From an optimization exercise on the open Yosys and OpenROAD flow, aimed at small area, a short achievable clock period and few clock cycles per item; shortcuts taken in it are not production practice.
At most, simulation tests tie the RTL to the original design; equivalence was not proved.

==> v11: inputs <==
## lsu_top
module lsu_top (
  input  logic                          clk,
  input  logic                          rst,
  input  lsu_pkg::beat_t                in_data,
  input  logic                          in_valid,
  output logic                          in_ready,
  output lsu_pkg::beat_t                out_data,
  output logic                          out_valid,
  input  logic                          out_ready,
  input  logic                          start,
  input  logic                          store,
  output logic                          done,
  input  lsu_pkg::cfg_t                 len,
  input  lsu_pkg::cfg_t                 seg_count,
  input  lsu_pkg::cfg_t                 block_factor,
  input  lsu_pkg::cfg_t                 seg_stride,
  input  lsu_pkg::cfg_t                 addr_offset,
  output lsu_pkg::addr_t                ram_addr,
  output lsu_pkg::word_t                ram_d,
  output logic                          ram_we,
  output logic [lsu_pkg::num_banks-1:0] ram_ce,
  input  logic [lsu_pkg::num_banks*lsu_pkg::word_w-1:0] ram_q
);
  localparam int AW = lsu_pkg::addr_w;
  localparam int CW = lsu_pkg::cfg_w;
  localparam int WW = lsu_pkg::word_w;
  localparam int RL = lsu_pkg::rd_latency;
  typedef struct packed {
    logic [AW-1:0] cur;       
    logic [AW-1:0] row;       
    logic [AW-1:0] seg;       
    logic [1:0]    bank;      
    logic [CW-1:0] blk_rem;   
    logic [CW-1:0] j_rem;     
    logic [CW-1:0] s_rem;     
  } gen_t;
  gen_t       g, g_step, snap_a, snap_b;
  logic [2:0] wib;            
  logic       busy;
  ...
==> module lsu_top, before the edit <==
module lsu_top (
  input  logic                          clk,
  input  logic                          rst,
  input  lsu_pkg::beat_t                in_data,
  input  logic                          in_valid,
  output logic                          in_ready,
  output lsu_pkg::beat_t                out_data,
  output logic                          out_valid,
  input  logic                          out_ready,
  input  logic                          start,
  input  logic                          store,
  output logic                          done,
  input  lsu_pkg::cfg_t                 len,
  input  lsu_pkg::cfg_t                 seg_count,
  input  lsu_pkg::cfg_t                 block_factor,
  input  lsu_pkg::cfg_t                 seg_stride,
  input  lsu_pkg::cfg_t                 addr_offset,
  output lsu_pkg::addr_t                ram_addr,
  output lsu_pkg::word_t                ram_d,
  output logic                          ram_we,
  output logic [lsu_pkg::num_banks-1:0] ram_ce,
  input  logic [lsu_pkg::num_banks*lsu_pkg::word_w-1:0] ram_q
);
  localparam int AW = lsu_pkg::addr_w;
  localparam int CW = lsu_pkg::cfg_w;
  localparam int WW = lsu_pkg::word_w;
  localparam int RL = lsu_pkg::rd_latency;
  typedef struct packed {
    logic [AW-1:0] cur;       
    logic [AW-1:0] row;       
    logic [AW-1:0] seg;       
    logic [1:0]    bank;      
    logic [CW-1:0] blk_rem;   
    logic [CW-1:0] j_rem;     
    logic [CW-1:0] s_rem;     
  } gen_t;
  gen_t       g, g_step, snap_a, snap_b;
  logic [2:0] wib;            
  logic       busy;
  logic       is_st;
  logic       iss_done;
  logic [1:0] n_snap;         
  logic       j_last, blk_last, x_last;
  logic       issue, flush, deliver, push;
  logic       done_next;
  logic [RL:0] rv;            
  logic [RL:0] rlb;           
  logic [RL:0] rlx;           
  logic [1:0]  rbk [RL+1];
  logic        out_last;
  logic [WW-1:0] ret_word;
  assign j_last   = (g.j_rem == CW'(1));
  assign blk_last = (g.blk_rem == CW'(1));
  assign x_last   = j_last & (g.s_rem == CW'(1));
  assign deliver = out_valid & out_ready;
  assign flush   = out_valid & ~out_ready;
  assign issue   = busy & ~iss_done & (is_st ? in_valid : ~flush);
  assign push    = issue & ~is_st & (wib == 3'd0);
  always_comb begin
    g_step = g;
    if (j_last) begin
      g_step.seg     = g.seg + seg_stride[AW-1:0];
      g_step.cur     = g_step.seg;
      g_step.row     = g_step.seg;
      g_step.bank    = 2'd0;
      g_step.blk_rem = block_factor;
      g_step.j_rem   = len;
      g_step.s_rem   = g.s_rem - 1'b1;
    end else begin
      g_step.j_rem = g.j_rem - 1'b1;
      if (blk_last) begin
        g_step.blk_rem = block_factor;
        g_step.bank    = g.bank + 1'b1;
        if (g.bank == 2'd3) begin
          g_step.cur = g.cur + 1'b1;
          g_step.row = g.cur + 1'b1;
        end else begin
          g_step.cur = g.row;
        end
      end else begin
        g_step.blk_rem = g.blk_rem - 1'b1;
        g_step.cur     = g.cur + 1'b1;
      end
    end
  end
  always_ff @(posedge clk) begin
    if (start) begin
      g.cur     <= addr_offset[AW-1:0];
      g.row     <= addr_offset[AW-1:0];
      g.seg     <= addr_offset[AW-1:0];
      g.bank    <= 2'd0;
      g.blk_rem <= block_factor;
      g.j_rem   <= len;
      g.s_rem   <= seg_count;
      wib       <= 3'd0;
      is_st     <= store;
    end else if (flush) begin
      g   <= snap_a;
      wib <= 3'd0;
    end else if (issue) begin
      g   <= g_step;
      wib <= wib + 1'b1;
    end
  end
  always_ff @(posedge clk) begin
    if (deliver & (n_snap == 2'd2)) begin
      snap_a <= snap_b;
    end else if (push & ((n_snap == 2'd0) | (deliver & (n_snap == 2'd1)))) begin
      snap_a <= g;
    end
    if (push & (deliver ? (n_snap == 2'd2) : (n_snap == 2'd1))) begin
      snap_b <= g;
    end
  end
  always_ff @(posedge clk) begin
    if (rst) begin
      busy     <= 1'b0;
      iss_done <= 1'b0;
      n_snap   <= 2'd0;
      done     <= 1'b0;
      in_ready <= 1'b0;
    end else begin
      if (start) begin
        busy     <= 1'b1;
        iss_done <= 1'b0;
      end else begin
        if (done_next) busy <= 1'b0;
        if (flush) iss_done <= 1'b0;
        else if (issue & x_last) iss_done <= 1'b1;
      end
      if (flush) n_snap <= 2'd0;
      else       n_snap <= n_snap + 2'(push) - 2'(deliver);
      done     <= done_next;
      in_ready <= ~start & busy & is_st & ~(issue & x_last) &
                  (issue ? (wib == 3'd6) : (wib == 3'd7));
    end
  end
  assign done_next = busy & (is_st ? (issue & x_last) : (deliver & out_last));
  assign ram_we = is_st;
  always_ff @(posedge clk) begin
    if (rst) begin
      ram_ce <= '0;
      rv     <= '0;
      out_valid <= 1'b0;
    end else begin
      ram_ce <= issue ? (4'b0001 << g.bank) : 4'b0000;
      rv     <= flush ? '0 : {rv[RL-1:0], issue & ~is_st};
      out_valid <= rv[RL] & rlb[RL] & ~flush;
    end
  end
  always_ff @(posedge clk) begin
    ram_addr <= g.cur;
    ram_d    <= in_data[wib*WW +: WW];
    rlb      <= {rlb[RL-1:0], wib == 3'd7};
    rlx      <= {rlx[RL-1:0], x_last};
    rbk[0]   <= g.bank;
    for (int i = 1; i <= RL; i++) rbk[i] <= rbk[i-1];
    out_last <= rlx[RL];
  end
  assign ret_word = ram_q[rbk[RL]*WW +: WW];
  always_ff @(posedge clk) begin
    out_data <= {ret_word, out_data[lsu_pkg::beat_w-1:WW]};
  end
endmodule
Settings: LEC_CHECK=0, CAP_MARGIN=20, CORE_MARGIN=2, CORE_UTILIZATION=40, SLEW_MARGIN=20; clock period 5.0 ns.
standard.sh (not shown) runs the stock make flow with config.mk's settings and CLKGATE_MAP_FILE= SYNTH_SCRIPT=/design/flow/synth_recipe.tcl, a recipe that flattens the netlist after the stock synthesis.
==> flow/flow/run.sh <==
#!/bin/bash
# Standard ORFS layout with two changes: ports get the smallest plain buffer
# (buf_1) instead of the delay buffer buffer_ports picks on its own, and pins
# may sit on every routing track so that 1450 ports fit a die sized by the
# core utilisation.
set -euo pipefail
bash standard.sh \
  "BUFFER_PORTS_ARGS=-buffer_cell sky130_fd_sc_hd__buf_1" \
  "PLACE_PINS_ARGS=-min_distance 1 -min_distance_in_tracks" \
  finish > standard_make.log 2>&1
==> inputs of v1, as changes to v11 <==
==> flow/run.sh (new file) <==
#!/bin/bash
# synth_recipe.tcl (not shown) runs the flow's synth.tcl, then flattens the netlist and writes it again
# the make line also repeats each setting of config.mk as NAME=value (left out here)
make -C /OpenROAD-flow-scripts/flow DESIGN_CONFIG=/design/flow/config.mk WORK_HOME=/design/flow/orfs CLKGATE_MAP_FILE= SYNTH_SCRIPT=/design/flow/synth_recipe.tcl finish
removed: flow/flow/run.sh
removed: flow/standard.sh
==> inputs of v31, as changes to v11 <==
--- a/flow/design.v
+++ b/flow/design.v
@@ -151,6 +151,11 @@
     end
   end
   assign done_next = busy & (is_st ? (issue & x_last) : (deliver & out_last));
+  logic [WW-1:0] d_sel;
+  always_comb begin
+    d_sel = '0;
+    for (int w = 0; w < 8; w++) d_sel |= in_data[w*WW +: WW] & {WW{wib == 3'(w)}};
+  end
   assign ram_we = is_st;
   always_ff @(posedge clk) begin
     if (rst) begin
@@ -165,14 +170,17 @@
   end
   always_ff @(posedge clk) begin
     ram_addr <= g.cur;
-    ram_d    <= in_data[wib*WW +: WW];
+    ram_d    <= d_sel;
     rlb      <= {rlb[RL-1:0], wib == 3'd7};
     rlx      <= {rlx[RL-1:0], x_last};
     rbk[0]   <= g.bank;
     for (int i = 1; i <= RL; i++) rbk[i] <= rbk[i-1];
     out_last <= rlx[RL];
   end
-  assign ret_word = ram_q[rbk[RL]*WW +: WW];
+  always_comb begin
+    ret_word = '0;
+    for (int b = 0; b < 4; b++) ret_word |= ram_q[b*WW +: WW] & {WW{rbk[RL] == 2'(b)}};
+  end
   always_ff @(posedge clk) begin
     out_data <= {ret_word, out_data[lsu_pkg::beat_w-1:WW]};
   end
==> flow/flow/run.sh (replaced) <==
#!/bin/bash
# Standard ORFS layout, except that ports get the smallest plain buffer
# (buf_1) instead of the delay buffer buffer_ports picks on its own.
set -euo pipefail
bash standard.sh \
  "BUFFER_PORTS_ARGS=-buffer_cell sky130_fd_sc_hd__buf_1" \
  finish > standard_make.log 2>&1
--- a/flow/config.mk
+++ b/flow/config.mk
@@ -6,6 +6,7 @@
 export NUM_CORES = 4
 export LEC_CHECK = 0
 export CAP_MARGIN = 20
-export CORE_MARGIN = 2
-export CORE_UTILIZATION = 40
+export CORE_AREA = 3 3 497 497
+export DIE_AREA = 0 0 500 500
+export SETUP_SLACK_MARGIN = 2.0
 export SLEW_MARGIN = 20
==> summary.txt <==
item	v11	v1	v31
Result of the run	did not finish	did not finish	complete, no violations
Failing step	global routing	I/O pin placement	-
Gp weighted congestion	1.05	-	1.05
Detailed Place HPWL	119000 um	-	205000 um
Simple-Gate Fraction of Synth Area	4.47%	4.47%	4.71%
Netlist Area Pre-Place	0.0307 mm^2	0.0307 mm^2	0.0298 mm^2
Resize count post-CTS	0	-	4
Instance area at placement	0.0372 mm^2	-	0.0392 mm^2
Num ports	1450	-	1450
Average size of a mapped cell	15.5 um^2	15.5 um^2	14.4 um^2
Adder and majority gate portion of the synthesized area	1.08%	1.08%	1.20%
Die Span Y	281 um	281 um	500 um
Pre-CTS setup slack	1150 ps	-	688 ps
Multiplexer fraction of the synthesized cell area	20.1%	20.1%	10.6%
Synth Area in XOR/XNOR	1.45%	1.45%	1.59%
Buffers from clock root to sink, at most	3	-	3
Area share of the leading cell type in the synthesized netlist	41.1%	41.1%	42.3%
Sequential area share after synthesis	66.2%	66.2%	68.2%
Num Clock Sinks	887	-	887
Cells after synthesis	1978	1978	2069
H-tree depth	3	-	3
# placed instances	4368	-	6603
Testbench counts of v11, summed over its fixed seeds: cycles 73,854, items 9,040.
Testbench counts of v1, summed over its fixed seeds: cycles 73,854, items 9,040.
For v31, only the layout was checked, not whether the RTL still works.

-- separate check: timing with driven ports --
Ports are ideal in the flow. The routed layout listed here was re-timed in OpenROAD. Step 1, drivers: a clkbuf_16 drives clk and a buf_2 each remaining input, both assumed. Step 2 times the ports against the registers' clock, not the clock port: input delays grow and output delays shrink by t, the midpoint of the rising clock arrivals with the driver on. a / b / c = ideal / step 1 / step 2; a / b = the first two.
run: v31
shift t [ns]: 0.807
slack for setup (ns): 1.966 / 1.966 / 1.346
hold slack, ns: 0.325 / 0.325 / 0.325
worst register clock-pin slew, ns: 0.07 / 0.07
pins driven straight from the clock port: 1
After both steps v31 still meets setup and hold. The setup slack of v31 moves by 0.000 ns with the drivers and by -0.620 ns with both steps.
